What follows belongs to an exercise in optimizing a design on an open flow for small area; a production flow would make more cautious choices.
At most, simulation tests tie the RTL to the original design; equivalence was not proved.
For run 2, only the layout was checked, not whether the RTL still works.

$ cat flow/design.v
`timescale 1ns/10ps
`default_nettype none
module voiceMixer
(
	input logic [15:0] A,
	input logic [4:0] one,
	input logic [4:0] two,
	input logic [4:0] neg,
	input logic [32:0] ag,
	output logic [32:0] sum
);
	wire pp0_0 = ((one[0] & A[0]) | (two[0] & 1'b0)) ^ neg[0];
	wire pp0_1 = ((one[0] & A[1]) | (two[0] & A[0])) ^ neg[0];
	wire pp0_2 = ((one[0] & A[2]) | (two[0] & A[1])) ^ neg[0];
	wire pp0_3 = ((one[0] & A[3]) | (two[0] & A[2])) ^ neg[0];
	wire pp0_4 = ((one[0] & A[4]) | (two[0] & A[3])) ^ neg[0];
	wire pp0_5 = ((one[0] & A[5]) | (two[0] & A[4])) ^ neg[0];
	wire pp0_6 = ((one[0] & A[6]) | (two[0] & A[5])) ^ neg[0];
	wire pp0_7 = ((one[0] & A[7]) | (two[0] & A[6])) ^ neg[0];
	wire pp0_8 = ((one[0] & A[8]) | (two[0] & A[7])) ^ neg[0];
	wire pp0_9 = ((one[0] & A[9]) | (two[0] & A[8])) ^ neg[0];
	wire pp0_10 = ((one[0] & A[10]) | (two[0] & A[9])) ^ neg[0];
	wire pp0_11 = ((one[0] & A[11]) | (two[0] & A[10])) ^ neg[0];
	wire pp0_12 = ((one[0] & A[12]) | (two[0] & A[11])) ^ neg[0];
	wire pp0_13 = ((one[0] & A[13]) | (two[0] & A[12])) ^ neg[0];
	wire pp0_14 = ((one[0] & A[14]) | (two[0] & A[13])) ^ neg[0];
	wire pp0_15 = ((one[0] & A[15]) | (two[0] & A[14])) ^ neg[0];
	wire pp0_16 = ((one[0] & 1'b0) | (two[0] & A[15])) ^ neg[0];
	wire ns0 = ~neg[0];
	wire pp1_0 = ((one[1] & A[0]) | (two[1] & 1'b0)) ^ neg[1];
	wire pp1_1 = ((one[1] & A[1]) | (two[1] & A[0])) ^ neg[1];
	wire pp1_2 = ((one[1] & A[2]) | (two[1] & A[1])) ^ neg[1];
	wire pp1_3 = ((one[1] & A[3]) | (two[1] & A[2])) ^ neg[1];
	wire pp1_4 = ((one[1] & A[4]) | (two[1] & A[3])) ^ neg[1];
	wire pp1_5 = ((one[1] & A[5]) | (two[1] & A[4])) ^ neg[1];
	wire pp1_6 = ((one[1] & A[6]) | (two[1] & A[5])) ^ neg[1];
	wire pp1_7 = ((one[1] & A[7]) | (two[1] & A[6])) ^ neg[1];
	wire pp1_8 = ((one[1] & A[8]) | (two[1] & A[7])) ^ neg[1];
	wire pp1_9 = ((one[1] & A[9]) | (two[1] & A[8])) ^ neg[1];
	wire pp1_10 = ((one[1] & A[10]) | (two[1] & A[9])) ^ neg[1];
	wire pp1_11 = ((one[1] & A[11]) | (two[1] & A[10])) ^ neg[1];
	wire pp1_12 = ((one[1] & A[12]) | (two[1] & A[11])) ^ neg[1];
	wire pp1_13 = ((one[1] & A[13]) | (two[1] & A[12])) ^ neg[1];
	wire pp1_14 = ((one[1] & A[14]) | (two[1] & A[13])) ^ neg[1];
	wire pp1_15 = ((one[1] & A[15]) | (two[1] & A[14])) ^ neg[1];
	wire pp1_16 = ((one[1] & 1'b0) | (two[1] & A[15])) ^ neg[1];
	wire ns1 = ~neg[1];
	wire pp2_0 = ((one[2] & A[0]) | (two[2] & 1'b0)) ^ neg[2];
	wire pp2_1 = ((one[2] & A[1]) | (two[2] & A[0])) ^ neg[2];
	wire pp2_2 = ((one[2] & A[2]) | (two[2] & A[1])) ^ neg[2];
	wire pp2_3 = ((one[2] & A[3]) | (two[2] & A[2])) ^ neg[2];
	wire pp2_4 = ((one[2] & A[4]) | (two[2] & A[3])) ^ neg[2];
	wire pp2_5 = ((one[2] & A[5]) | (two[2] & A[4])) ^ neg[2];
	wire pp2_6 = ((one[2] & A[6]) | (two[2] & A[5])) ^ neg[2];
	wire pp2_7 = ((one[2] & A[7]) | (two[2] & A[6])) ^ neg[2];
	wire pp2_8 = ((one[2] & A[8]) | (two[2] & A[7])) ^ neg[2];
	wire pp2_9 = ((one[2] & A[9]) | (two[2] & A[8])) ^ neg[2];
	wire pp2_10 = ((one[2] & A[10]) | (two[2] & A[9])) ^ neg[2];
	wire pp2_11 = ((one[2] & A[11]) | (two[2] & A[10])) ^ neg[2];
	wire pp2_12 = ((one[2] & A[12]) | (two[2] & A[11])) ^ neg[2];
	wire pp2_13 = ((one[2] & A[13]) | (two[2] & A[12])) ^ neg[2];
	wire pp2_14 = ((one[2] & A[14]) | (two[2] & A[13])) ^ neg[2];
	wire pp2_15 = ((one[2] & A[15]) | (two[2] & A[14])) ^ neg[2];
	wire pp2_16 = ((one[2] & 1'b0) | (two[2] & A[15])) ^ neg[2];
	wire ns2 = ~neg[2];
	wire pp3_0 = ((one[3] & A[0]) | (two[3] & 1'b0)) ^ neg[3];
	wire pp3_1 = ((one[3] & A[1]) | (two[3] & A[0])) ^ neg[3];
	wire pp3_2 = ((one[3] & A[2]) | (two[3] & A[1])) ^ neg[3];
	wire pp3_3 = ((one[3] & A[3]) | (two[3] & A[2])) ^ neg[3];
	wire pp3_4 = ((one[3] & A[4]) | (two[3] & A[3])) ^ neg[3];
	wire pp3_5 = ((one[3] & A[5]) | (two[3] & A[4])) ^ neg[3];
	wire pp3_6 = ((one[3] & A[6]) | (two[3] & A[5])) ^ neg[3];
	wire pp3_7 = ((one[3] & A[7]) | (two[3] & A[6])) ^ neg[3];
	wire pp3_8 = ((one[3] & A[8]) | (two[3] & A[7])) ^ neg[3];
	wire pp3_9 = ((one[3] & A[9]) | (two[3] & A[8])) ^ neg[3];
	wire pp3_10 = ((one[3] & A[10]) | (two[3] & A[9])) ^ neg[3];
	wire pp3_11 = ((one[3] & A[11]) | (two[3] & A[10])) ^ neg[3];
	wire pp3_12 = ((one[3] & A[12]) | (two[3] & A[11])) ^ neg[3];
	wire pp3_13 = ((one[3] & A[13]) | (two[3] & A[12])) ^ neg[3];
	wire pp3_14 = ((one[3] & A[14]) | (two[3] & A[13])) ^ neg[3];
	wire pp3_15 = ((one[3] & A[15]) | (two[3] & A[14])) ^ neg[3];
	wire pp3_16 = ((one[3] & 1'b0) | (two[3] & A[15])) ^ neg[3];
	wire ns3 = ~neg[3];
	wire pp4_0 = ((one[4] & A[0]) | (two[4] & 1'b0)) ^ neg[4];
	wire pp4_1 = ((one[4] & A[1]) | (two[4] & A[0])) ^ neg[4];
	wire pp4_2 = ((one[4] & A[2]) | (two[4] & A[1])) ^ neg[4];
	wire pp4_3 = ((one[4] & A[3]) | (two[4] & A[2])) ^ neg[4];
	wire pp4_4 = ((one[4] & A[4]) | (two[4] & A[3])) ^ neg[4];
	wire pp4_5 = ((one[4] & A[5]) | (two[4] & A[4])) ^ neg[4];
	wire pp4_6 = ((one[4] & A[6]) | (two[4] & A[5])) ^ neg[4];
	wire pp4_7 = ((one[4] & A[7]) | (two[4] & A[6])) ^ neg[4];
	wire pp4_8 = ((one[4] & A[8]) | (two[4] & A[7])) ^ neg[4];
	wire pp4_9 = ((one[4] & A[9]) | (two[4] & A[8])) ^ neg[4];
	wire pp4_10 = ((one[4] & A[10]) | (two[4] & A[9])) ^ neg[4];
	wire pp4_11 = ((one[4] & A[11]) | (two[4] & A[10])) ^ neg[4];
	wire pp4_12 = ((one[4] & A[12]) | (two[4] & A[11])) ^ neg[4];
	wire pp4_13 = ((one[4] & A[13]) | (two[4] & A[12])) ^ neg[4];
	wire pp4_14 = ((one[4] & A[14]) | (two[4] & A[13])) ^ neg[4];
	wire pp4_15 = ((one[4] & A[15]) | (two[4] & A[14])) ^ neg[4];
	wire pp4_16 = ((one[4] & 1'b0) | (two[4] & A[15])) ^ neg[4];
	wire ns4 = ~neg[4];
	wire s1 = ag[0] ^ neg[0] ^ pp0_0;
	wire c2 = (ag[0] & neg[0]) | (ag[0] & pp0_0) | (neg[0] & pp0_0);
	wire s3 = ag[1] ^ pp0_1 ^ c2;
	wire c4 = (ag[1] & pp0_1) | (ag[1] & c2) | (pp0_1 & c2);
	wire s5 = ag[2] ^ pp0_2 ^ c4;
	wire c6 = (ag[2] & pp0_2) | (ag[2] & c4) | (pp0_2 & c4);
	wire s7 = ag[3] ^ pp0_3 ^ c6;
	wire c8 = (ag[3] & pp0_3) | (ag[3] & c6) | (pp0_3 & c6);
	wire s9 = ag[4] ^ pp0_4 ^ c8;
	wire c10 = (ag[4] & pp0_4) | (ag[4] & c8) | (pp0_4 & c8);
	wire s11 = ag[5] ^ pp0_5 ^ c10;
	wire c12 = (ag[5] & pp0_5) | (ag[5] & c10) | (pp0_5 & c10);
	wire s13 = ag[6] ^ pp0_6 ^ c12;
	wire c14 = (ag[6] & pp0_6) | (ag[6] & c12) | (pp0_6 & c12);
	wire s15 = ag[7] ^ pp0_7 ^ c14;
	wire c16 = (ag[7] & pp0_7) | (ag[7] & c14) | (pp0_7 & c14);
	wire s17 = ag[8] ^ neg[1] ^ pp0_8;
	wire c18 = (ag[8] & neg[1]) | (ag[8] & pp0_8) | (neg[1] & pp0_8);
	wire s19 = pp1_0 ^ s17 ^ c16;
	wire c20 = (pp1_0 & s17) | (pp1_0 & c16) | (s17 & c16);
	wire s21 = ag[9] ^ pp0_9 ^ pp1_1;
	wire c22 = (ag[9] & pp0_9) | (ag[9] & pp1_1) | (pp0_9 & pp1_1);
	wire s23 = c18 ^ s21 ^ c20;
	wire c24 = (c18 & s21) | (c18 & c20) | (s21 & c20);
	wire s25 = ag[10] ^ neg[2] ^ pp0_10;
	wire c26 = (ag[10] & neg[2]) | (ag[10] & pp0_10) | (neg[2] & pp0_10);
	wire s27 = pp1_2 ^ pp2_0 ^ c22;
	wire c28 = (pp1_2 & pp2_0) | (pp1_2 & c22) | (pp2_0 & c22);
	wire s29 = s25 ^ s27 ^ c24;
	wire c30 = (s25 & s27) | (s25 & c24) | (s27 & c24);
	wire s31 = ag[11] ^ pp0_11 ^ pp1_3;
	wire c32 = (ag[11] & pp0_11) | (ag[11] & pp1_3) | (pp0_11 & pp1_3);
	wire s33 = pp2_1 ^ c26 ^ s31;
	wire c34 = (pp2_1 & c26) | (pp2_1 & s31) | (c26 & s31);
	wire s35 = c28 ^ s33 ^ c30;
	wire c36 = (c28 & s33) | (c28 & c30) | (s33 & c30);
	wire s37 = ag[12] ^ neg[3] ^ pp0_12;
	wire c38 = (ag[12] & neg[3]) | (ag[12] & pp0_12) | (neg[3] & pp0_12);
	wire s39 = pp1_4 ^ pp2_2 ^ pp3_0;
	wire c40 = (pp1_4 & pp2_2) | (pp1_4 & pp3_0) | (pp2_2 & pp3_0);
	wire s41 = c32 ^ s37 ^ s39;
	wire c42 = (c32 & s37) | (c32 & s39) | (s37 & s39);
	wire s43 = c34 ^ s41 ^ c36;
	wire c44 = (c34 & s41) | (c34 & c36) | (s41 & c36);
	wire s45 = ag[13] ^ pp0_13 ^ pp1_5;
	wire c46 = (ag[13] & pp0_13) | (ag[13] & pp1_5) | (pp0_13 & pp1_5);
	wire s47 = pp2_3 ^ pp3_1 ^ c38;
	wire c48 = (pp2_3 & pp3_1) | (pp2_3 & c38) | (pp3_1 & c38);
	wire s49 = c40 ^ s45 ^ c42;
	wire c50 = (c40 & s45) | (c40 & c42) | (s45 & c42);
	wire s51 = s47 ^ s49 ^ c44;
	wire c52 = (s47 & s49) | (s47 & c44) | (s49 & c44);
	wire s53 = ag[14] ^ neg[4] ^ pp0_14;
	wire c54 = (ag[14] & neg[4]) | (ag[14] & pp0_14) | (neg[4] & pp0_14);
	wire s55 = pp1_6 ^ pp2_4 ^ pp3_2;
	wire c56 = (pp1_6 & pp2_4) | (pp1_6 & pp3_2) | (pp2_4 & pp3_2);
	wire s57 = pp4_0 ^ c46 ^ s53;
	wire c58 = (pp4_0 & c46) | (pp4_0 & s53) | (c46 & s53);
	wire s59 = s55 ^ c48 ^ s57;
	wire c60 = (s55 & c48) | (s55 & s57) | (c48 & s57);
	wire s61 = c50 ^ s59 ^ c52;
	wire c62 = (c50 & s59) | (c50 & c52) | (s59 & c52);
	wire s63 = ag[15] ^ pp0_15 ^ pp1_7;
	wire c64 = (ag[15] & pp0_15) | (ag[15] & pp1_7) | (pp0_15 & pp1_7);
	wire s65 = pp2_5 ^ pp3_3 ^ pp4_1;
	wire c66 = (pp2_5 & pp3_3) | (pp2_5 & pp4_1) | (pp3_3 & pp4_1);
	wire s67 = c54 ^ c56 ^ s63;
	wire c68 = (c54 & c56) | (c54 & s63) | (c56 & s63);
	wire s69 = s65 ^ c58 ^ s67;
	wire c70 = (s65 & c58) | (s65 & s67) | (c58 & s67);
	wire s71 = c60 ^ s69 ^ c62;
	wire c72 = (c60 & s69) | (c60 & c62) | (s69 & c62);
	wire s73 = ag[16] ^ pp0_16 ^ pp1_8;
	wire c74 = (ag[16] & pp0_16) | (ag[16] & pp1_8) | (pp0_16 & pp1_8);
	wire s75 = pp2_6 ^ pp3_4 ^ pp4_2;
	wire c76 = (pp2_6 & pp3_4) | (pp2_6 & pp4_2) | (pp3_4 & pp4_2);
	wire s77 = c64 ^ c66 ^ s73;
	wire c78 = (c64 & c66) | (c64 & s73) | (c66 & s73);
	wire s79 = s75 ^ c68 ^ s77;
	wire c80 = (s75 & c68) | (s75 & s77) | (c68 & s77);
	wire s81 = c70 ^ s79 ^ c72;
	wire c82 = (c70 & s79) | (c70 & c72) | (s79 & c72);
	wire s83 = ag[17] ^ ns0 ^ pp1_9;
	wire c84 = (ag[17] & ns0) | (ag[17] & pp1_9) | (ns0 & pp1_9);
	wire s85 = pp2_7 ^ pp3_5 ^ pp4_3;
	wire c86 = (pp2_7 & pp3_5) | (pp2_7 & pp4_3) | (pp3_5 & pp4_3);
	wire s87 = c74 ^ c76 ^ s83;
	wire c88 = (c74 & c76) | (c74 & s83) | (c76 & s83);
	wire s89 = s85 ^ c78 ^ s87;
	wire c90 = (s85 & c78) | (s85 & s87) | (c78 & s87);
	wire s91 = ag[18] ^ pp1_10 ^ pp2_8;
	wire c92 = (ag[18] & pp1_10) | (ag[18] & pp2_8) | (pp1_10 & pp2_8);
	wire s93 = pp3_6 ^ pp4_4 ^ c84;
	wire c94 = (pp3_6 & pp4_4) | (pp3_6 & c84) | (pp4_4 & c84);
	wire s95 = c86 ^ s91 ^ c88;
	wire c96 = (c86 & s91) | (c86 & c88) | (s91 & c88);
	wire s97 = s93 ^ c90 ^ s95;
	wire c98 = (s93 & c90) | (s93 & s95) | (c90 & s95);
	wire s99 = ag[19] ^ pp1_11 ^ pp2_9;
	wire c100 = (ag[19] & pp1_11) | (ag[19] & pp2_9) | (pp1_11 & pp2_9);
	wire s101 = pp3_7 ^ pp4_5 ^ c92;
	wire c102 = (pp3_7 & pp4_5) | (pp3_7 & c92) | (pp4_5 & c92);
	wire s103 = s99 ^ c94 ^ s101;
	wire c104 = (s99 & c94) | (s99 & s101) | (c94 & s101);
	wire s105 = c96 ^ s103;
	wire c106 = c96 & s103;
	wire s107 = ag[20] ^ pp1_12 ^ pp2_10;
	wire c108 = (ag[20] & pp1_12) | (ag[20] & pp2_10) | (pp1_12 & pp2_10);
	wire s109 = pp3_8 ^ pp4_6 ^ c100;
	wire c110 = (pp3_8 & pp4_6) | (pp3_8 & c100) | (pp4_6 & c100);
	wire s111 = s107 ^ c102 ^ s109;
	wire c112 = (s107 & c102) | (s107 & s109) | (c102 & s109);
	wire s113 = c104 ^ s111;
	wire c114 = c104 & s111;
	wire s115 = ag[21] ^ pp1_13 ^ pp2_11;
	wire c116 = (ag[21] & pp1_13) | (ag[21] & pp2_11) | (pp1_13 & pp2_11);
	wire s117 = pp3_9 ^ pp4_7 ^ c108;
	wire c118 = (pp3_9 & pp4_7) | (pp3_9 & c108) | (pp4_7 & c108);
	wire s119 = s115 ^ c110 ^ s117;
	wire c120 = (s115 & c110) | (s115 & s117) | (c110 & s117);
	wire s121 = c112 ^ s119;
	wire c122 = c112 & s119;
	wire s123 = ag[22] ^ pp1_14 ^ pp2_12;
	wire c124 = (ag[22] & pp1_14) | (ag[22] & pp2_12) | (pp1_14 & pp2_12);
	wire s125 = pp3_10 ^ pp4_8 ^ c116;
	wire c126 = (pp3_10 & pp4_8) | (pp3_10 & c116) | (pp4_8 & c116);
	wire s127 = s123 ^ c118 ^ s125;
	wire c128 = (s123 & c118) | (s123 & s125) | (c118 & s125);
	wire s129 = c120 ^ s127;
	wire c130 = c120 & s127;
	wire s131 = ag[23] ^ pp1_15 ^ pp2_13;
	wire c132 = (ag[23] & pp1_15) | (ag[23] & pp2_13) | (pp1_15 & pp2_13);
	wire s133 = pp3_11 ^ pp4_9 ^ c124;
	wire c134 = (pp3_11 & pp4_9) | (pp3_11 & c124) | (pp4_9 & c124);
	wire s135 = s131 ^ c126 ^ s133;
	wire c136 = (s131 & c126) | (s131 & s133) | (c126 & s133);
	wire s137 = c128 ^ s135;
	wire c138 = c128 & s135;
	wire s139 = ag[24] ^ pp1_16 ^ pp2_14;
	wire c140 = (ag[24] & pp1_16) | (ag[24] & pp2_14) | (pp1_16 & pp2_14);
	wire s141 = pp3_12 ^ pp4_10 ^ c132;
	wire c142 = (pp3_12 & pp4_10) | (pp3_12 & c132) | (pp4_10 & c132);
	wire s143 = s139 ^ c134 ^ s141;
	wire c144 = (s139 & c134) | (s139 & s141) | (c134 & s141);
	wire s145 = c136 ^ s143;
	wire c146 = c136 & s143;
	wire s147 = ag[25] ^ ns1 ^ pp2_15;
	wire c148 = (ag[25] & ns1) | (ag[25] & pp2_15) | (ns1 & pp2_15);
	wire s149 = pp3_13 ^ pp4_11 ^ c140;
	wire c150 = (pp3_13 & pp4_11) | (pp3_13 & c140) | (pp4_11 & c140);
	wire s151 = s147 ^ c142 ^ s149;
	wire c152 = (s147 & c142) | (s147 & s149) | (c142 & s149);
	wire s153 = c144 ^ s151;
	wire c154 = c144 & s151;
	wire s155 = ag[26] ^ pp2_16 ^ pp3_14;
	wire c156 = (ag[26] & pp2_16) | (ag[26] & pp3_14) | (pp2_16 & pp3_14);
	wire s157 = pp4_12 ^ c148 ^ s155;
	wire c158 = (pp4_12 & c148) | (pp4_12 & s155) | (c148 & s155);
	wire s159 = c150 ^ s157 ^ c152;
	wire c160 = (c150 & s157) | (c150 & c152) | (s157 & c152);
	wire s161 = ag[27] ^ ns2 ^ pp3_15;
	wire c162 = (ag[27] & ns2) | (ag[27] & pp3_15) | (ns2 & pp3_15);
	wire s163 = pp4_13 ^ c156 ^ s161;
	wire c164 = (pp4_13 & c156) | (pp4_13 & s161) | (c156 & s161);
	wire s165 = c158 ^ s163;
	wire c166 = c158 & s163;
	wire s167 = ag[28] ^ pp3_16 ^ pp4_14;
	wire c168 = (ag[28] & pp3_16) | (ag[28] & pp4_14) | (pp3_16 & pp4_14);
	wire s169 = c162 ^ s167 ^ c164;
	wire c170 = (c162 & s167) | (c162 & c164) | (s167 & c164);
	wire s171 = ag[29] ^ ns3 ^ pp4_15;
	wire c172 = (ag[29] & ns3) | (ag[29] & pp4_15) | (ns3 & pp4_15);
	wire s173 = c168 ^ s171;
	wire c174 = c168 & s171;
	wire s175 = ag[30] ^ pp4_16 ^ c172;
	wire c176 = (ag[30] & pp4_16) | (ag[30] & c172) | (pp4_16 & c172);
	wire s177 = ag[31] ^ ns4;
	wire c178 = ag[31] & ns4;
	wire s179 = c80 ^ s89;
	wire c180 = c80 & s89;
	wire s181 = s97 ^ c180;
	wire c182 = s97 & c180;
	wire s183 = c98 ^ s105 ^ c182;
	wire c184 = (c98 & s105) | (c98 & c182) | (s105 & c182);
	wire s185 = c106 ^ s113 ^ c184;
	wire c186 = (c106 & s113) | (c106 & c184) | (s113 & c184);
	wire s187 = c114 ^ s121 ^ c186;
	wire c188 = (c114 & s121) | (c114 & c186) | (s121 & c186);
	wire s189 = c122 ^ s129 ^ c188;
	wire c190 = (c122 & s129) | (c122 & c188) | (s129 & c188);
	wire s191 = c130 ^ s137 ^ c190;
	wire c192 = (c130 & s137) | (c130 & c190) | (s137 & c190);
	wire s193 = c138 ^ s145 ^ c192;
	wire c194 = (c138 & s145) | (c138 & c192) | (s145 & c192);
	wire is195 = s179 ^ (c82);
	wire ip196 = s179;
	wire is197 = s181 ^ (c82 & ip196);
	wire ip198 = ip196 & s181;
	wire is199 = s183 ^ (c82 & ip198);
	wire ip200 = ip198 & s183;
	wire is201 = s185 ^ (c82 & ip200);
	wire ip202 = ip200 & s185;
	wire is203 = s187 ^ (c82 & ip202);
	wire ip204 = ip202 & s187;
	wire is205 = s189 ^ (c82 & ip204);
	wire ip206 = ip204 & s189;
	wire is207 = s191 ^ (c82 & ip206);
	wire ip208 = ip206 & s191;
	wire is209 = s193 ^ (c82 & ip208);
	wire ip210 = ip208 & s193;
	wire ic211 = c194 | (c82 & ip210);
	wire s212 = c146 ^ s153;
	wire c213 = c146 & s153;
	wire s214 = c154 ^ s159 ^ c213;
	wire c215 = (c154 & s159) | (c154 & c213) | (s159 & c213);
	wire s216 = c160 ^ s165 ^ c215;
	wire c217 = (c160 & s165) | (c160 & c215) | (s165 & c215);
	wire s218 = c166 ^ s169 ^ c217;
	wire c219 = (c166 & s169) | (c166 & c217) | (s169 & c217);
	wire s220 = c170 ^ s173 ^ c219;
	wire c221 = (c170 & s173) | (c170 & c219) | (s173 & c219);
	wire s222 = c174 ^ s175 ^ c221;
	wire c223 = (c174 & s175) | (c174 & c221) | (s175 & c221);
	wire s224 = c176 ^ s177 ^ c223;
	wire c225 = (c176 & s177) | (c176 & c223) | (s177 & c223);
	wire s226 = ag[32] ^ c178 ^ c225;
	wire c227 = (ag[32] & c178) | (ag[32] & c225) | (c178 & c225);
	wire is228 = s212 ^ (ic211);
	wire ip229 = s212;
	wire is230 = s214 ^ (ic211 & ip229);
	wire ip231 = ip229 & s214;
	wire is232 = s216 ^ (ic211 & ip231);
	wire ip233 = ip231 & s216;
	wire is234 = s218 ^ (ic211 & ip233);
	wire ip235 = ip233 & s218;
	wire is236 = s220 ^ (ic211 & ip235);
	wire ip237 = ip235 & s220;
	wire is238 = s222 ^ (ic211 & ip237);
	wire ip239 = ip237 & s222;
	wire is240 = s224 ^ (ic211 & ip239);
	wire ip241 = ip239 & s224;
	wire is242 = s226 ^ (ic211 & ip241);
	wire ip243 = ip241 & s226;
	wire ic244 = c227 | (ic211 & ip243);
	assign sum = {is242, is240, is238, is236, is234, is232, is230, is228, is209, is207, is205, is203, is201, is199, is197, is195, s81, s71, s61, s51, s43, s35, s29, s23, s19, s15, s13, s11, s9, s7, s5, s3, s1};
endmodule
`default_nettype wire
`timescale 1ns/10ps
`default_nettype none
module synthCore
(
	input logic MAX10_CLK2_50,
	input logic rstN,
	input logic sampleTick,
	input logic [25:0] cfg,
	output logic signed [15:0] sampleOut,
	output logic sampleValid
);
	logic [3:0][3:0] notes;
	logic [3:0][1:0] waves;
	logic [15:0] amp;
	logic rtV;
	logic [1:0] rtIdx;
	logic [3:0][7:0] ph;
	logic [2:0] st;
	logic [7:0] sp;
	logic [1:0] sw;
	logic lastF;
	logic [32:0] acc;
	wire wrV = cfg[25] & ~cfg[24];
	wire wrA = cfg[25] & cfg[24];
	always_ff @(posedge MAX10_CLK2_50 or negedge rstN) begin
		if (!rstN) begin
			notes <= '0;
			waves <= '0;
			amp <= '0;
			rtV <= 1'b0;
		end else begin
			rtV <= wrV;
			if (wrV) begin
				notes[cfg[23:22]] <= cfg[21:18];
				waves[cfg[23:22]] <= cfg[17:16];
			end
			if (wrA) amp <= cfg[15:0];
		end
	end
	always_ff @(posedge MAX10_CLK2_50) rtIdx <= cfg[23:22];
	wire [1:0] vi = st[1:0];
	wire enV = st[2];
	wire [1:0] tIdx = st[1:0] - 2'd1;
	wire tV = (st[2] & (st[1:0] != 2'd0)) | (st == 3'b000);
	wire [1:0] rot = tV ? tIdx : 2'd0;
	logic pzT;
	wire [7:0] phSel = ph[0];
	wire [7:0] phNext = (pzT | (rtV && rtIdx == tIdx)) ? 8'd0 : (phSel + {4'b0, notes[tIdx]} + 8'd1);
	wire [1:0] zSlot = rtIdx - rot - {1'b0, tV};
	wire zEn = rtV && !(enV && rtIdx == vi);
	always_ff @(posedge MAX10_CLK2_50 or negedge rstN) begin
		if (!rstN) begin
			ph <= '0;
		end else begin
			for (int k = 0; k < 4; k++) begin
				if (zEn && zSlot == 2'(k)) ph[k] <= '0;
				else if (tV) ph[k] <= (k == 3) ? phNext : ph[(k + 1) % 4];
			end
		end
	end
	always_ff @(posedge MAX10_CLK2_50) begin
		pzT <= rtV && rtIdx == vi;
		sp <= phSel;
		sw <= waves[tIdx];
	end
	logic [7:0] x;
	logic sn;
	logic [4:0] one, two, neg;
	wire isSq = (sw == 2'd2);
	wire isTri = (sw == 2'd3);
	always_comb begin
		case (sw)
			2'd1: begin x = {~sp[7], sp[6:0]}; sn = 1'b0; end
			2'd2: begin x = 8'h80; sn = ~sp[7]; end
			2'd3: begin x = {~sp[6], sp[5:0], 1'b0}; sn = sp[7]; end
			default: begin x = 8'h00; sn = 1'b0; end
		endcase
		one[0] = isSq;
		two[0] = isTri & sp[7];
		neg[0] = (isSq & ~sp[7]) | (isTri & sp[7]);
		for (int i = 0; i < 4; i++) begin
			logic b2, b1, b0;
			b2 = x[2*i+1];
			b1 = x[2*i];
			b0 = (i == 0) ? 1'b0 : x[2*i-1];
			one[i+1] = b1 ^ b0;
			two[i+1] = (b2 & ~b1 & ~b0) | (~b2 & b1 & b0);
			neg[i+1] = b2 ^ sn;
		end
	end
	wire [32:0] sum;
	localparam logic [32:0] frameBias = 33'h157f80000;
	wire first = (st == 3'b110);
	wire [32:0] ag = first ? frameBias : acc;
	voiceMixer mac (
		.A(amp),
		.one(one),
		.two(two),
		.neg(neg),
		.ag(ag),
		.sum(sum)
	);
	always_ff @(posedge MAX10_CLK2_50) acc <= sum;
	always_ff @(posedge MAX10_CLK2_50 or negedge rstN) begin
		if (!rstN) begin
			st <= 3'b001;
			lastF <= 1'b0;
			sampleValid <= 1'b0;
			sampleOut <= '0;
		end else begin
			if (st[2]) st <= {~&st[1:0], st[1:0] + 2'd1};
			else st <= sampleTick ? 3'b100 : 3'b001;
			lastF <= (st == 3'b000);
			sampleValid <= lastF;
			if (lastF) sampleOut <= sum[32:17];
		end
	end
endmodule
`default_nettype wire
$ cat flow/flow/run.sh
#!/bin/bash
# The standard layout (standard.sh, with its standard synthesis) with
# these changes:
# - after synthesis, fapol.py picks each full adder's polarity (a full adder
#   is self-dual) so the netlist needs fewer inverters, and turns half adders
#   with one output in use into plain gates; registers are not touched;
# - the port buffers are the smallest buffer cell;
# - clock tree synthesis inserts no dummy loads.
# Each tool's output goes to a log file here: synth.log, fapol.log, flow.log.
set -euo pipefail
cat >> config.mk <<'EOC'
export BUFFER_PORTS_ARGS = -buffer_cell sky130_fd_sc_hd__buf_1
export CTS_ARGS = -sink_clustering_enable -repair_clock_nets -dont_use_dummy_load -buf_list {sky130_fd_sc_hd__clkbuf_4 sky130_fd_sc_hd__clkbuf_8}
EOC
bash standard.sh synth > synth.log 2>&1
R=orfs/results/sky130hd/synthCore/base
cp $R/1_2_yosys.v $R/1_2_yosys.orig.v
python3 flow/fapol.py $R/1_2_yosys.orig.v $R/1_2_yosys.v > fapol.log 2>&1
rm -f $R/1_synth.odb
bash standard.sh finish > flow.log 2>&1
$ cat flow/flow/fapol.py
#!/usr/bin/env python3
"""Choose the polarity of each full-adder cell in a mapped netlist to need as
few inverters as possible. A full adder is self-dual: FA(~a,~b,~c) gives ~sum
and ~carry, so a cell can take the complements of its inputs and give the
complements of its outputs. Inverter cells are dissolved into polarities,
the polarities chosen, and one inverter is put back for each net that some
load needs in the other polarity.

usage: fapol.py IN.v OUT.v
"""
import os
import re
import sys

src = open(sys.argv[1]).read()
m = re.search(r'^module\s+(\w+)\((.*?)\);\n', src, re.M | re.S)
head_end = m.end()
body_start = head_end
# split declarations and cells
cell_re = re.compile(r'  (sky130_fd_sc_hd__\w+)\s+(\S+)\s*\(\n(.*?)\n  \);\n', re.S)
pin_re = re.compile(r'\.(\w+)\((.*?)\)(?:,)?\s*$', re.M)
decls = []
cells = []
pos = head_end
rest = src[head_end:]
end_idx = rest.rindex('endmodule')
rest_body = rest[:end_idx]
i = 0
for mm in cell_re.finditer(rest_body):
    pre = rest_body[i:mm.start()]
    if pre.strip():
        decls.append(pre)
    pins = [(p, n.strip()) for p, n in pin_re.findall(mm.group(3))]
    cells.append([mm.group(1), mm.group(2), pins])
    i = mm.end()
tail = rest_body[i:]
assert not re.search(r'\bassign\b', rest_body), "assign statements not handled"
assert tail.strip() == '', tail[:200]

OUTPINS = {'X', 'Y', 'Q', 'Q_N', 'SUM', 'COUT', 'HI', 'LO'}

# half adders with one output in use become a plain xor2 or and2, whose input
# polarities are free (xor2/xnor2, and2/and2b/nor2)
_used = {}
for t, n, pins in cells:
    for p, net in pins:
        if p not in OUTPINS:
            _used[net] = _used.get(net, 0) + 1
for mm in re.finditer(r'^\s*output\s+(?:\[(\d+):(\d+)\]\s+)?(\w+);', src, re.M):
    if mm.group(1):
        for b in range(min(int(mm.group(1)), int(mm.group(2))), max(int(mm.group(1)), int(mm.group(2))) + 1):
            _used[f"{mm.group(3)}[{b}]"] = 1
    else:
        _used[mm.group(3)] = 1
_keep = []
nconv = 0
for c in cells:
    t, n, pins = c
    if re.fullmatch(r'sky130_fd_sc_hd__ha_\d+', t):
        d = dict(pins)
        su, co = _used.get(d.get('SUM'), 0), _used.get(d.get('COUT'), 0)
        if su and not co:
            c[0] = 'sky130_fd_sc_hd__xor2_1'
            c[2] = [('A', d['A']), ('B', d['B']), ('X', d['SUM'])]
            nconv += 1
        elif co and not su:
            c[0] = 'sky130_fd_sc_hd__and2_1'
            c[2] = [('A', d['A']), ('B', d['B']), ('X', d['COUT'])]
            nconv += 1
        elif not su and not co:
            nconv += 1
            continue
    _keep.append(c)
cells = _keep


def is_inv(t):
    return re.fullmatch(r'sky130_fd_sc_hd__(inv|clkinv)_\d+', t) is not None


def is_x(t):
    return re.fullmatch(r'sky130_fd_sc_hd__x(n?)or2_\d+', t) is not None


def toggle_x(t):
    return t.replace('xnor2', 'XOR2').replace('xor2', 'xnor2').replace('XOR2', 'xor2')


def is_and(t):
    return t == 'sky130_fd_sc_hd__and2_1' and not os.environ.get('FAPOL_NOAND')


def is_fa(t):
    return re.fullmatch(r'sky130_fd_sc_hd__fa_\d+', t) is not None


ports_out = set()
for mm in re.finditer(r'^\s*output\s+(?:\[(\d+):(\d+)\]\s+)?(\w+);', src, re.M):
    if mm.group(1):
        hi, lo = int(mm.group(1)), int(mm.group(2))
        for b in range(min(hi, lo), max(hi, lo) + 1):
            ports_out.add(f"{mm.group(3)}[{b}]")
    else:
        ports_out.add(mm.group(3))

driver = {}
for ci, (t, n, pins) in enumerate(cells):
    for p, net in pins:
        if p in OUTPINS:
            driver[net] = (ci, p)

# literal of a net: (base net, parity)
memo = {}


def lit(net):
    if net in memo:
        return memo[net]
    d = driver.get(net)
    if d is not None and is_inv(cells[d[0]][0]) and net not in ports_out:
        a = dict(cells[d[0]][2])['A']
        b, p = lit(a)
        r = (b, p ^ 1)
    else:
        r = (net, 0)
    memo[net] = r
    return r


fas = [ci for ci, c in enumerate(cells) if is_fa(c[0])]
fa_of_out = {}
for ci in fas:
    for p, net in cells[ci][2]:
        if p in ('SUM', 'COUT'):
            fa_of_out[net] = ci

# demands: list of (consumer cell or None for port, pin, base, parity)
demands = []
for ci, (t, n, pins) in enumerate(cells):
    if is_inv(t) and dict(pins)['Y'] not in ports_out:
        continue  # dissolved
    for p, net in pins:
        if p in OUTPINS:
            continue
        b, par = lit(net)
        demands.append((ci, p, b, par))
for net in ports_out:
    b, par = lit(net)
    if (b, par) != (net, 0):
        demands.append((None, net, b, par))

flip = {ci: 0 for ci in fas}
by_base = {}
for k, (ci, p, b, par) in enumerate(demands):
    by_base.setdefault(b, []).append(k)
fa_in_demands = {ci: [] for ci in fas}
for k, (ci, p, b, par) in enumerate(demands):
    if ci in flip:
        fa_in_demands[ci].append(k)


def phys(b):
    ci = fa_of_out.get(b)
    return flip[ci] if ci is not None else 0


def need(k):
    ci, p, b, par = demands[k]
    return par ^ (flip[ci] if ci in flip else 0)


import os
NOX = os.environ.get('FAPOL_NOX')
if NOX:
    is_x = lambda t: False
free = set(k for k, (ci, p, b, par) in enumerate(demands) if ci is not None and (is_x(cells[ci][0]) or is_and(cells[ci][0])))


def base_cost(b):
    ph = phys(b)
    return 1 if any(need(k) != ph for k in by_base.get(b, []) if k not in free) else 0


def fa_cost(ci):
    bs = set(demands[k][2] for k in fa_in_demands[ci])
    for p, net in cells[ci][2]:
        if p in ('SUM', 'COUT'):
            bs.add(net)
    return bs


def total():
    return sum(base_cost(b) for b in by_base)


before = total()
changed = True
rounds = 0
while changed and rounds < (0 if os.environ.get('FAPOL_NOFLIP') else 50):
    changed = False
    rounds += 1
    for ci in fas:
        bs = fa_cost(ci)
        c0 = sum(base_cost(b) for b in bs)
        flip[ci] ^= 1
        c1 = sum(base_cost(b) for b in bs)
        if c1 < c0:
            changed = True
        else:
            flip[ci] ^= 1
import random
rng = random.Random(1)
best = total()
best_flip = dict(flip)
cur = best
T = 1.0
for it in range(20000 if not os.environ.get('FAPOL_NOFLIP') else 0):
    ci = rng.choice(fas)
    bs = fa_cost(ci)
    c0 = sum(base_cost(b) for b in bs)
    flip[ci] ^= 1
    c1 = sum(base_cost(b) for b in bs)
    d = c1 - c0
    if d <= 0 or rng.random() < pow(2.718, -d / T):
        cur += d
        if cur < best:
            best = cur
            best_flip = dict(flip)
    else:
        flip[ci] ^= 1
    T = max(0.05, T * 0.9997)
flip.update(best_flip)
after = total()
print(f"fapol: {nconv} half adders made plain, {len(fas)} full adders, {sum(flip.values())} flipped, inverted nets {before} -> {after}", file=sys.stderr)

# rebuild
cnt = [0]


def fresh(tag):
    cnt[0] += 1
    return f"_fapol_{tag}{cnt[0]}_"


newwires = []
newcells = []
P = {}
N = {}


def pnet(b):
    if b not in P:
        if phys(b):
            # the flipped adder drives ~b; b itself through an inverter
            P[b] = b
        else:
            P[b] = b
    return P[b]


flipped_out = {}
for ci in fas:
    if flip[ci]:
        for p, net in cells[ci][2]:
            if p in ('SUM', 'COUT'):
                nn = fresh('n')
                newwires.append(nn)
                flipped_out[net] = nn


def get(b, want):
    """Physical net that carries b ^ want."""
    ph = phys(b)
    if ph:
        if want == 1:
            return flipped_out[b]
        key = (b, 0)
        if key not in N:
            N[key] = b
            newcells.append(('sky130_fd_sc_hd__inv_1', fresh('i'), [('A', flipped_out[b]), ('Y', b)]))
        return N[key]
    if want == 0:
        return b
    key = (b, 1)
    if key not in N:
        nn = fresh('n')
        newwires.append(nn)
        newcells.append(('sky130_fd_sc_hd__inv_1', fresh('i'), [('A', b), ('Y', nn)]))
        N[key] = nn
    return N[key]


out_cells = []
for ci, (t, n, pins) in enumerate(cells):
    if is_inv(t) and dict(pins)['Y'] not in ports_out:
        continue
    np = []
    andpol = []
    for p, net in pins:
        if p in OUTPINS:
            if ci in flip and flip[ci] and p in ('SUM', 'COUT'):
                np.append((p, flipped_out[net]))
            else:
                np.append((p, net))
        elif is_and(t):
            b, par = lit(net)
            have = phys(b)
            np.append((p, flipped_out[b] if have else b))
            andpol.append(have != par)
        elif is_x(t):
            b, par = lit(net)
            have = phys(b)
            np.append((p, flipped_out[b] if have else b))
            if have != par:
                t = toggle_x(t)
        else:
            b, par = lit(net)
            want = par ^ (flip[ci] if ci in flip else 0)
            np.append((p, get(b, want)))
    if is_and(t):
        (pa, na), (pb, nb2) = [(q, x) for q, x in np if q in ('A', 'B')]
        out = [x for q, x in np if q == 'X'][0]
        ia, ib = andpol
        if not ia and not ib:
            t, np = 'sky130_fd_sc_hd__and2_1', [('A', na), ('B', nb2), ('X', out)]
        elif ia and ib:
            t, np = 'sky130_fd_sc_hd__nor2_1', [('A', na), ('B', nb2), ('Y', out)]
        elif ia:
            t, np = 'sky130_fd_sc_hd__and2b_1', [('A_N', na), ('B', nb2), ('X', out)]
        else:
            t, np = 'sky130_fd_sc_hd__and2b_1', [('A_N', nb2), ('B', na), ('X', out)]
    if is_x(t):
        op = 'Y' if 'xnor2' in t else 'X'
        np = [((op if q in ('X', 'Y') else q), net) for q, net in np]
    out_cells.append((t, n, np))
for net in ports_out:
    b, par = lit(net)
    if (b, par) != (net, 0):
        # port driven through an inverter chain: keep one inverter
        out_cells.append(('sky130_fd_sc_hd__inv_1', fresh('i'), [('A', get(b, par ^ 1)), ('Y', net)]))
out_cells += newcells


def fmt(t, n, pins):
    ps = ",\n".join(f"    .{p}({net}{' ' if net.startswith(chr(92)) else ''})" for p, net in pins)
    return f"  {t} {n} (\n{ps}\n  );\n"


with open(sys.argv[2], 'w') as f:
    f.write(src[:head_end])
    f.write("".join(decls))
    for w in newwires:
        f.write(f"  wire {w};\n")
    for c in out_cells:
        f.write(fmt(*c))
    f.write("endmodule\n")
$ cat flow/standard.sh
#!/bin/bash
# synth_recipe.tcl (not shown) runs the flow's synth.tcl, then flattens the netlist and writes it again
# the make line also repeats each setting of config.mk as NAME=value (left out here)
make -C /OpenROAD-flow-scripts/flow DESIGN_CONFIG=/design/flow/config.mk WORK_HOME=/design/flow/orfs CLKGATE_MAP_FILE= SYNTH_SCRIPT=/design/flow/synth_recipe.tcl "${@:-finish}"
$ cat flow/config.mk
export PLATFORM = sky130hd
export DESIGN_NAME = synthCore
export DESIGN_NICKNAME = synthCore
export VERILOG_FILES = /design/flow/design.v
export SDC_FILE = /design/flow/constraint.sdc
export NUM_CORES = 4
export LEC_CHECK = 0
export ABC_AREA = 1
export CAP_MARGIN = 20
export CORE_MARGIN = 2
export CORE_UTILIZATION = 60
export CTS_BUF_LIST = sky130_fd_sc_hd__clkbuf_8
export SLEW_MARGIN = 20
export BUFFER_PORTS_ARGS = -buffer_cell sky130_fd_sc_hd__buf_1
export CTS_ARGS = -sink_clustering_enable -repair_clock_nets -dont_use_dummy_load -buf_list {sky130_fd_sc_hd__clkbuf_4 sky130_fd_sc_hd__clkbuf_8}
$ cat flow/constraint.sdc
create_clock -name core_clock -period 10.0 [get_ports {MAX10_CLK2_50}]
set_input_delay 2.0000 -clock core_clock [delete_from_list [all_inputs] [get_ports {MAX10_CLK2_50}]]
set_output_delay 2.0000 -clock core_clock [all_outputs]
set_load 0.01 [all_outputs]
==> flow_summary_export.csv, run 1 <==
group,metric,value,unit
outcome,status,"timing/DRC/antenna clean",
timing,fin_ws,1710,ps
clock_tree,postCtsHoldBufs,0,
global_routing,grt_max_degree,77,
cells_and_area,layout-drive-gt1-share,0.0338,
cells_and_area,post_layout_nonfiller_instances,1493,
timing,slew_violations,0,
routing,initialDrtViolationCount,583,
placement,io_buffers,45,
routing,ant_nets,0,
clock_tree,cts_buffer_depth,2,
clock_tree,cts_tree,"yes",
timing,max-slew-margin-rel,0.374,
hold_path,hold_class,"reg -> reg",
timing,tightest_slew,937,ps
critical_path,path_class,"reg -> reg",
global_routing,grt_pass1_wl,40900,µm
synth,syn_avg_cell_area,8.09,µm²
global_routing,grt_pass1_vias,8231,
clock_tree,cts_root_buf,"clkbuf_8",
routing,dr.pass1.iters,7,
placement,place.gp.congestion,0.884,
global_routing,grt_antenna_before_repair,0,
timing,fin_crit,8290,ps
synth,synthesis.area,0.0101,mm²
routing,routedWlPerCell,16.0,µm
global_routing,grtUsageTotal,0.291,
critical_path,end_kind,"register",
global_routing,grt_overflow,0,
critical_path,cp_slowest_cell,"inv_1",
cells_and_area,nets,1419,
die,dieArea,0.0179,mm²
synth,synth_nets,1395,
routing,vias_per_cell,5.54,
cells_and_area,nFillCells,1520,
routing,dr_total_vias,8265,
clock_tree,htreeDepth,4,
timing,finalCritPeriodShare,0.829,
clock_tree,cts_buffers,17,
timing,skew,31.1,ps
die,initial_core_util,0.613,
clock_tree,insertion_delay,470,ps
timing,tns,0,ps
clock_tree,cts.reportedPaths.clkPinSlew,60,ps
cells_and_area,areaGrowthSynthToFinish,4.91,%
cells_and_area,antenna_cells,0,
placement,place_ws,1690,ps
cells_and_area,regArea,0.00327,mm²
flow_run,drv_cap,0,
clock_tree,cts_resized,0,
die,num_rows,47,
critical_path,worstPathArrival,8620,ps
critical_path,cp.required,10330,ps
die,die_h,134,µm
synth,synthCells,1251,
clock_tree,cts_sinks,140,
timing,hold_viol_final,0,
timing,rsz0062_at_grt,"false",
timing,finalSetupViolCount,0,
routing,wirelength,23900,µm
critical_path,path_max_fanout,23,
timing,fmax,0.121,GHz
placement,dp.cells,1476,
critical_path,start_kind,"register",
routing,drc,0,
die,fp.coreArea,0.0165,mm²
critical_path,max_stage_delay,720,ps
cells_and_area,multi_input_area,0.00612,mm²
clock_tree,cts_setup_buffers,0,
die,die_x,134,µm
die,io_pins,46,
placement,hpwl,18100,µm
synth,ys_warn_count,1,
critical_path,cp_common_cell,"fa_1",
[flip-flops by register name (all words and copies together) (netlist names)]
register	count
sampleValid	1
waves	8
rtV	1
sampleOut	16
amp	16
acc	33
lastF	1
st	3
notes	16
sw	2
ph	32
pzT	1
rtIdx	2
sp	8
[cell type report]
type / count / share of cell area
timing repair buffer: 50 / 0.0201
inverter: 135 / 0.0477
sequential: 140 / 0.308
clock buffer: 17 / 0.0220
multi-input combinational: 931 / 0.576
tap: 220 / 0.0259
[metal layers]
layer,track usage,up-vias,share of wire,wire length (µm)
li1,-,4002,-,-
met1,0.377,3958,0.42,10100
met2,0.493,243,0.50,11800
met3,0.0510,62,0.046,1100
met4,0.105,0,0.036,853
met5,0,-,0,0
[critical path: cells and delay by family, from the launching register on]
family / cells / cell delay (ps)
adder cells (fa/ha/maj): 17 / 5390
AND/OR/NAND/NOR: 9 / 1250
buffers and inverters: 3 / 880
flip-flops: 1 / 470
XOR/XNOR: 1 / 170
[layout by cell type, fill, tap and decap left out, types with 4 or more instances in the layout]
cell and instances:
xor2_2 4, xnor2_1 23, o22ai_1 36, buf_1 44, nor2_1 72, and2b_1 4
ha_1 24, o21ai_0 55, nand4_1 8, xor2_1 28, buf_4 4, dfxtp_1 46
fa_1 91, inv_1 135, and2_1 9, clkbuf_8 17, xor2_4 4, a21oi_1 47
nand3_1 131, nand2_1 373, dfrtp_1 93
[worst paths after layout]
| path | startpoint | cells past startpoint | slack, ps | end |
|---|---|---|---|---|
| max in group asynchronous | rstN | 2 | 7470 | sampleOut[10] |
| setup reg to reg | st[0] | 30 | 1710 | sampleOut[9] |
| hold / removal | ph[0] | 0 | 400 | sp[0] |
| hold reg to reg | ph[0] | 0 | 400 | sp[0] |
| setup / recovery | st[0] | 30 | 1710 | sampleOut[9] |
| min in group asynchronous | rstN | 1 | 1450 | sampleOut[4] |
[per-stage QoR]
step	area, µm²	hold WS (ps)	util
floorplan	10100	345	-
global placement	10400	383	0.628
detailed placement	10400	389	0.628
CTS	10600	407	0.642
global route	10600	427	0.643
finish	10600	404	0.643
==> run 2, diff against run 1 <==
--- a/flow/design.v
+++ b/flow/design.v
@@ -370,7 +370,7 @@
 	logic [32:0] acc;
 	wire wrV = cfg[25] & ~cfg[24];
 	wire wrA = cfg[25] & cfg[24];
-	always_ff @(posedge MAX10_CLK2_50 or negedge rstN) begin
+	always_ff @(posedge MAX10_CLK2_50) begin
 		if (!rstN) begin
 			notes <= '0;
 			waves <= '0;
@@ -396,7 +396,7 @@
 	wire [7:0] phNext = (pzT | (rtV && rtIdx == tIdx)) ? 8'd0 : (phSel + {4'b0, notes[tIdx]} + 8'd1);
 	wire [1:0] zSlot = rtIdx - rot - {1'b0, tV};
 	wire zEn = rtV && !(enV && rtIdx == vi);
-	always_ff @(posedge MAX10_CLK2_50 or negedge rstN) begin
+	always_ff @(posedge MAX10_CLK2_50) begin
 		if (!rstN) begin
 			ph <= '0;
 		end else begin
--- a/flow/config.mk
+++ b/flow/config.mk
@@ -5,7 +5,6 @@
 export SDC_FILE = /design/flow/constraint.sdc
 export NUM_CORES = 4
 export LEC_CHECK = 0
-export ABC_AREA = 1
 export CAP_MARGIN = 20
 export CORE_MARGIN = 2
 export CORE_UTILIZATION = 60
==> flow_summary_export.csv, run 2 <==
group,metric,value,unit
cells_and_area,final_cell_mix,"dfxtp_1, fa_1, nand2_1, a22oi_1, nor2_1",
clock_tree,cts_sinks,140,
hold_path,hold_class,"reg -> reg",
timing,slew_violations,0,
cells_and_area,areaGrowthSynthToFinish,4.79,%
timing,tns,0,ps
routing,dr.pass1.iters,5,
cells_and_area,post_layout_nonfiller_instances,1180,
cells_and_area,largest_register_ffs,33,
critical_path,path_class,"reg -> reg",
critical_path,r2r_start,"sw[1]",
cells_and_area,nets,1110,
synth,synth_nets,1100,
clock_tree,insertion_delay,450,ps
global_routing,grt_pass1_vias,6813,
routing,ant_nets,0,
placement,dp.cells,1163,
timing,tightest_slew,1070,ps
cells_and_area,final_common_cell,"dfxtp_1",
critical_path,path_max_fanout,28,
clock_tree,cts_tree,"yes",
synth,ys_warn_count,1,
synth,syn_avg_cell_area,10.0,µm²
clock_tree,htreeDepth,4,
routing,wirelength,21000,µm
cells_and_area,top_register,"acc",
placement,io_buffers,45,
global_routing,grtUsageTotal,0.262,
cells_and_area,antenna_cells,0,
routing,drc,0,
critical_path,crit_start,"sw[1]",
die,die_h,130,µm
die,io_pins,46,
global_routing,grt_max_degree,67,
placement,hpwl,15500,µm
timing,fmax,0.121,GHz
cells_and_area,largestRegisters,"acc: 33 flops, ph: 32 flops",
routing,routedWlPerCell,17.8,µm
timing,max-slew-margin-rel,0.286,
timing,fin_crit,8300,ps
cells_and_area,layout-drive-gt1-share,0.0788,
clock_tree,cts_buffer_depth,2,
flow_run,drv_cap,0,
placement,place.gp.congestion,0.892,
clock_tree,cts_setup_buffers,0,
timing,rsz0062_at_grt,"false",
routing,vias_per_cell,5.70,
die,initial_core_util,0.608,
timing,hold_viol_final,0,
timing,finalSetupViolCount,0,
global_routing,met3_usage,0.0517,
global_routing,grt_overflow,0,
clock_tree,cts_root_buf,"clkbuf_8",
routing,dr_total_vias,6724,
clock_tree,cts_buffers,17,
synth,synthCells,956,
critical_path,end_kind,"register",
critical_path,cp.required,10330,ps
outcome,status,"timing/DRC/antenna clean",
critical_path,start_kind,"register",
timing,finalCritPeriodShare,0.830,
global_routing,busiest_layer,"met2",
critical_path,worstPathArrival,8630,ps
clock_tree,cts.reportedPaths.clkPinSlew,70,ps
clock_tree,cts_resized,0,
die,dieArea,0.0170,mm²
clock_tree,postCtsHoldBufs,0,
die,die_x,130,µm
timing,skew,36.5,ps
die,fp.coreArea,0.0158,mm²
global_routing,grt_antenna_before_repair,0,
global_routing,grt_pass1_wl,34400,µm
synth,synthesis.area,0.00960,mm²
global_routing,use_met2,0.446,
hold_path,hp-start,"ph[0]",
die,num_rows,46,
global_routing,grtUsageMet1,0.331,
cells_and_area,final_util,0.638,
routing,initialDrtViolationCount,426,
-- run 2: worst max-delay path, cell delays in order (launching register included) --
cell	delay [ps]
dfxtp_1	930
inv_1	430
o221ai_2	770
a22oi_1	200
xnor2_1	200
fa_1	430
fa_1	430
fa_1	510
fa_1	410
ha_1	220
fa_1	390
fa_1	390
fa_1	390
fa_1	390
fa_1	400
fa_1	530
inv_1	60
o31a_4	400
nor4b_4	270
xor2_1	130
mux2_4	270
-- run 2: per-layer routing --
metal  up-vias  share of wire
li1       3184              -
met1      3334           0.43
met2       169           0.50
met3        37          0.046
met4         0          0.032
met5         -              0
-- run 2: stage by stage --
step           cell area [µm²]  setup WS [ps]  hold slack, ps
6_report                 10100           1700             376
5_1_grt                  10100           1290             391
4_1_cts                  10100           1800             377
3_5_place_dp              9820           1790             368
3_3_place_gp              9820           2000             364
2_1_floorplan             9600           2750             351
-- run 2: path summary, 6_finish.rpt --
check                                end  slack, ps  cells after the start
max reg2reg                sampleOut[12]       1700                     20
min reg2reg                        sp[0]        380                      0
max in group asynchronous          st[1]       7860                      2
min in group asynchronous  sampleOut[13]       1650                      2
max                        sampleOut[12]       1700                     20
min                                sp[0]        380                      0
-- run 2: final cells by class --
cell class / count / area, µm²
Multi-Input combinational cell: 687 / 6150
Fill cell: 1333 / 5720
Sequential cell: 140 / 2910
Tap cell: 216 / 270
Timing Repair Buffer: 55 / 245
Inverter: 65 / 244
Clock buffer: 17 / 234
==> run 3, diff against run 2 <==
--- a/flow/design.v
+++ b/flow/design.v
@@ -370,7 +370,7 @@
 	logic [32:0] acc;
 	wire wrV = cfg[25] & ~cfg[24];
 	wire wrA = cfg[25] & cfg[24];
-	always_ff @(posedge MAX10_CLK2_50) begin
+	always_ff @(posedge MAX10_CLK2_50 or negedge rstN) begin
 		if (!rstN) begin
 			notes <= '0;
 			waves <= '0;
@@ -396,7 +396,7 @@
 	wire [7:0] phNext = (pzT | (rtV && rtIdx == tIdx)) ? 8'd0 : (phSel + {4'b0, notes[tIdx]} + 8'd1);
 	wire [1:0] zSlot = rtIdx - rot - {1'b0, tV};
 	wire zEn = rtV && !(enV && rtIdx == vi);
-	always_ff @(posedge MAX10_CLK2_50) begin
+	always_ff @(posedge MAX10_CLK2_50 or negedge rstN) begin
 		if (!rstN) begin
 			ph <= '0;
 		end else begin
==> flow_summary_export.csv, run 3 <==
group,metric,value,unit
die,dieArea,0.0173,mm²
critical_path,reg2reg_slack,1490,ps
clock_tree,cts_sinks,140,
timing,slew_violations,0,
global_routing,grt_pass1_wl,36000,µm
timing,hold_viol_final,0,
die,die_h,131,µm
die,die_x,131,µm
critical_path,max_stage_delay,1010,ps
cells_and_area,design_area,0.0102,mm²
routing,ant_nets,0,
synth,synthCells,890,
routing,dr_total_vias,6410,
outcome,status,"timing/DRC/antenna clean",
die,initial_core_util,0.614,
timing,fmax,0.118,GHz
synth,synth_nets,1034,
cells_and_area,antenna_cells,0,
cells_and_area,nFillCells,1347,
cells_and_area,regArea,0.00328,mm²
clock_tree,cts_root_buf,"clkbuf_8",
timing,finalSetupViolCount,0,
die,io_pins,46,
clock_tree,cts_buffers,17,
critical_path,path_max_fanout,31,
clock_tree,cts_resized,0,
cells_and_area,final_util,0.643,
routing,initialDrtViolationCount,366,
routing,drc,0,
placement,hpwl,15600,µm
placement,dpl-instance-area,0.00999,mm²
synth,syn_avg_cell_area,11.0,µm²
critical_path,cp_common_cell,"fa_1",
placement,place_ws,1570,ps
routing,wirelength,20900,µm
cells_and_area,largestRegisters,"acc: 33 flops, ph: 32 flops",
global_routing,grt_overflow,0,
timing,fin_crit,8510,ps
routing,vias_per_cell,5.74,
global_routing,grt_max_degree,65,
timing,max-slew-margin-rel,0.291,
clock_tree,insertion_delay,470,ps
critical_path,cp_slowest_cell,"nor3b_2",
critical_path,crit_chain,"inv_1 > nor3b_2 > a22oi_1 > xor2_1 > fa_1 > inv_1 > fa_1 > fa_1 > fa_1 > ha_1 > fa_1 > fa_1 > fa_1 > fa_1 > fa_1 > fa_1 > inv_1 > o41ai_4 > nand4b_1 > xnor2_1 > mux2_2",
clock_tree,cts.reportedPaths.clkPinSlew,70,ps
clock_tree,postCtsHoldBufs,0,
cells_and_area,top_register,"acc",
cells_and_area,post_layout_nonfiller_instances,1117,
cells_and_area,multi_input_area,0.00595,mm²
critical_path,path_class,"reg -> reg",
timing,skew,27.3,ps
timing,tightest_slew,1060,ps
cells_and_area,nets,1047,
hold_path,hold_class,"reg -> reg",
critical_path,worstPathArrival,8850,ps
cells_and_area,final_cell_mix,"dfrtp_1, fa_1, nand2_1, inv_1, xnor2_1",
timing,finalCritPeriodShare,0.851,
global_routing,grtUsageTotal,0.263,
critical_path,end_kind,"register",
flow_run,drv_cap,0,
clock_tree,cts_setup_buffers,0,
cells_and_area,layout-drive-gt1-share,0.0999,
die,num_rows,46,
global_routing,grt_pass1_vias,7009,
timing,tns,0,ps
placement,place.gp.congestion,0.902,
clock_tree,cts_buffer_depth,2,
clock_tree,htreeDepth,4,
routing,routedWlPerCell,18.7,µm
cells_and_area,largest_register_ffs,33,
routing,dr.pass1.iters,6,
synth,ys_warn_count,1,
critical_path,start_kind,"register",
placement,io_buffers,45,
placement,dp.cells,1100,
critical_path,cp.required,10340,ps
timing,fin_ws,1490,ps
die,fp.coreArea,0.0159,mm²
clock_tree,cts_tree,"yes",
cells_and_area,final_common_cell,"dfrtp_1",
global_routing,grt_antenna_before_repair,0,
synth,synthesis.area,0.00975,mm²
cells_and_area,areaGrowthSynthToFinish,4.80,%
timing,rsz0062_at_grt,"false",
==> run 3: area by class of cell <==
type,instances,share of cell area
Multi-Input combinational cell,623,0.582
Sequential cell,140,0.320
Inverter,66,0.0242
Clock buffer,17,0.0229
Timing Repair Buffer,55,0.0242
Tap cell,216,0.0264
==> run 3: per-stage QoR <==
stage | hold slack (ps)
finish | 410
global route | 415
CTS | 409
detailed placement | 395
global placement | 396
floorplan | 352
==> run 3: path summary, 6_finish.rpt <==
check,startpoint,to,cells after the start
setup / recovery,sw[0],sampleOut[15],21
hold / removal,ph[0],sp[0],0
setup reg to reg,sw[0],sampleOut[15],21
hold reg to reg,ph[0],sp[0],0
max in group asynchronous,rstN,sampleOut[1],2
min in group asynchronous,rstN,ph[21],1
==> run 3: metal layers <==
layer	global-route usage	part of all wire
met2	0.445	0.51
met5	0	0
met1	0.342	0.43
met4	0.0876	0.019
met3	0.0509	0.043
==> run 3: critical path: cells and delay by family, from the launching register on <==
kind | cells | cell delay [ps]
buffers and inverters | 3 | 700
XOR/XNOR | 2 | 400
AND/OR/NAND/NOR | 2 | 1210
multiplexers | 1 | 270
AO/OA/AOI/OAI | 2 | 700
adder cells (fa/ha/maj) | 11 | 4530
flip-flops | 1 | 590
==> run 4, diff against run 3 <==
--- a/flow/config.mk
+++ b/flow/config.mk
@@ -7,8 +7,9 @@
 export LEC_CHECK = 0
 export CAP_MARGIN = 20
 export CORE_MARGIN = 2
-export CORE_UTILIZATION = 60
+export CORE_UTILIZATION = 75
 export CTS_BUF_LIST = sky130_fd_sc_hd__clkbuf_8
+export PLACE_DENSITY = 0.85
 export SLEW_MARGIN = 20
 export BUFFER_PORTS_ARGS = -buffer_cell sky130_fd_sc_hd__buf_1
 export CTS_ARGS = -sink_clustering_enable -repair_clock_nets -dont_use_dummy_load -buf_list {sky130_fd_sc_hd__clkbuf_4 sky130_fd_sc_hd__clkbuf_8}
==> flow_summary_export.csv, run 4 <==
group,metric,value,unit
outcome,status,"timing/DRC/antenna clean",
global_routing,grt_pass1_vias,7157,
placement,hpwl,15300,µm
synth,ys_warn_count,1,
die,die_h,118,µm
timing,tightest_slew,1050,ps
clock_tree,cts_buffers,17,
critical_path,start_kind,"register",
timing,skew,25.8,ps
timing,finalCritPeriodShare,0.844,
cells_and_area,antenna_cells,0,
die,fp.coreArea,0.0127,mm²
routing,drc,0,
global_routing,grt_max_degree,69,
cells_and_area,layout-drive-gt1-share,0.100,
cells_and_area,final_util,0.802,
clock_tree,cts_setup_buffers,0,
routing,wirelength,20700,µm
flow_run,drv_cap,0,
critical_path,r2r_end,"sampleOut[9]",
timing,fmax,0.119,GHz
clock_tree,cts_buffer_depth,2,
hold_path,whs_path_depth,0,
routing,ant_nets,0,
routing,initialDrtViolationCount,543,
global_routing,grt_overflow,0,
cells_and_area,largestRegisters,"acc: 33 flops, ph: 32 flops",
routing,dr.pass1.iters,6,
critical_path,worstPathArrival,8750,ps
timing,tns,0,ps
timing,finalSetupViolCount,0,
synth,synthesis.area,0.00975,mm²
die,dieArea,0.0139,mm²
clock_tree,insertion_delay,450,ps
cells_and_area,largest_register_ffs,33,
hold_path,hp-start,"ph[0]",
die,initial_core_util,0.770,
critical_path,cp_common_cell,"fa_1",
routing,vias_per_cell,6.17,
clock_tree,cts_resized,0,
global_routing,grt_pass1_wl,35100,µm
clock_tree,cts_tree,"yes",
synth,synthCells,890,
critical_path,max_stage_delay,840,ps
critical_path,reg2reg_slack,1560,ps
global_routing,grtUsageTotal,0.322,
routing,dr_total_vias,6618,
placement,io_buffers,45,
die,die_x,118,µm
critical_path,cp.required,10320,ps
global_routing,grt_antenna_before_repair,0,
critical_path,path_max_fanout,20,
timing,fin_crit,8440,ps
cells_and_area,post_layout_nonfiller_instances,1072,
cells_and_area,nets,1046,
critical_path,r2r_start,"sp[7]",
clock_tree,postCtsHoldBufs,0,
hold_path,hold_class,"reg -> reg",
clock_tree,cts_sinks,140,
critical_path,path_class,"reg -> reg",
routing,routedWlPerCell,19.3,µm
timing,fin_hold_ws,411,ps
synth,syn_avg_cell_area,11.0,µm²
clock_tree,cts.reportedPaths.clkPinSlew,70,ps
critical_path,reg2regPathDepth,28,
cells_and_area,final_cell_mix,"dfrtp_1, fa_1, nand2_1, inv_1, xnor2_1",
clock_tree,cts_root_buf,"clkbuf_8",
placement,place_ws,1510,ps
clock_tree,htreeDepth,4,
hold_path,min_to,"sp[0]",
die,num_rows,41,
timing,slew_violations,0,
critical_path,end_kind,"register",
critical_path,crit_start,"sp[7]",
cells_and_area,final_common_cell,"dfrtp_1",
synth,synth_nets,1034,
timing,fin_ws,1560,ps
critical_path,cp_slowest_cell,"dfxtp_1",
cells_and_area,top_register,"acc",
timing,hold_viol_final,0,
placement,place.gp.congestion,0.946,
timing,max-slew-margin-rel,0.299,
cells_and_area,areaGrowthSynthToFinish,4.22,%
timing,rsz0062_at_grt,"false",
die,io_pins,46,
placement,dp.cells,1055,
run 4: cell count changes in the layout (fill, tap and decap cells not counted):
cell and change:
buf_4 -1, nor4b_1 -1, nor4b_2 +1
run 4: cell type report:
class	count	area [µm²]
multi-input cells	623	5950
clock buffers	17	234
well taps	172	215
inverters	66	248
repair buffers	54	240
fillers	805	2510
flip-flops and latches	140	3280
run 4: worst max-delay path by stage:
stage / endpoint / slack, ps / cells after the start
floorplan: sampleOut[15] / 2800 / 24
global placement: sampleOut[15] / 1690 / 21
finish: sampleOut[9] / 1560 / 28
detailed placement: sampleOut[15] / 1510 / 21
global route: sampleOut[15] / 1140 / 28
CTS: sampleOut[15] / 1460 / 21
run 4: worst max-delay path, delay by kind of cell, from the launching register on:
kind / cells / cell delay, ps
flops: 1 / 840
mux: 1 / 260
xor+xnor: 1 / 170
compound gates: 3 / 500
simple gates: 3 / 670
buf+inv: 3 / 520
fa+ha+maj: 17 / 5380
run 4: layer usage:
| metal | GRT usage | share of wire |
|---|---|---|
| met2 | 0.544 | 0.51 |
| met4 | 0.126 | 0.030 |
| met1 | 0.411 | 0.40 |
| met3 | 0.0649 | 0.058 |
| met5 | 0 | 0 |
run 4: per-stage QoR:
step / cell area, µm²
finish: 10200
global route: 10200
CTS: 10200
detailed placement: 9930
global placement: 9920
floorplan: 9750

what the ideal ports hide:
The flow's constraints put no driver on any port. The routed layouts listed below were extracted and timed again, unchanged, in two steps.
Step 1: set_driving_cell puts a clkbuf_16 on MAX10_CLK2_50 and a buf_2 on each other input, an assumption about the parent block.
Step 2 times the ports against the registers' clock, not the clock port: input delays grow and output delays shrink by t, the midpoint of the rising clock arrivals with the driver on.
a / b / c = ideal ports / drivers / drivers and shift; a / b = the first two.
run	t (ns)	slack for setup (ns)	latest minus earliest clock arrival (ns)	worst slew at a driven data input, ns	pins driven straight from the clock port
run 1	0.488	1.713 / 1.713 / 1.713	0.044 / 0.045	0.03	1
run 2	0.473	1.702 / 1.702 / 1.702	0.046 / 0.046	0.04	1
run 3	0.490	1.491 / 1.491 / 1.491	0.032 / 0.031	0.03	1
run 4	0.471	1.562 / 1.562 / 1.562	0.027 / 0.027	0.04	1
After both steps every run listed still meets setup and hold.
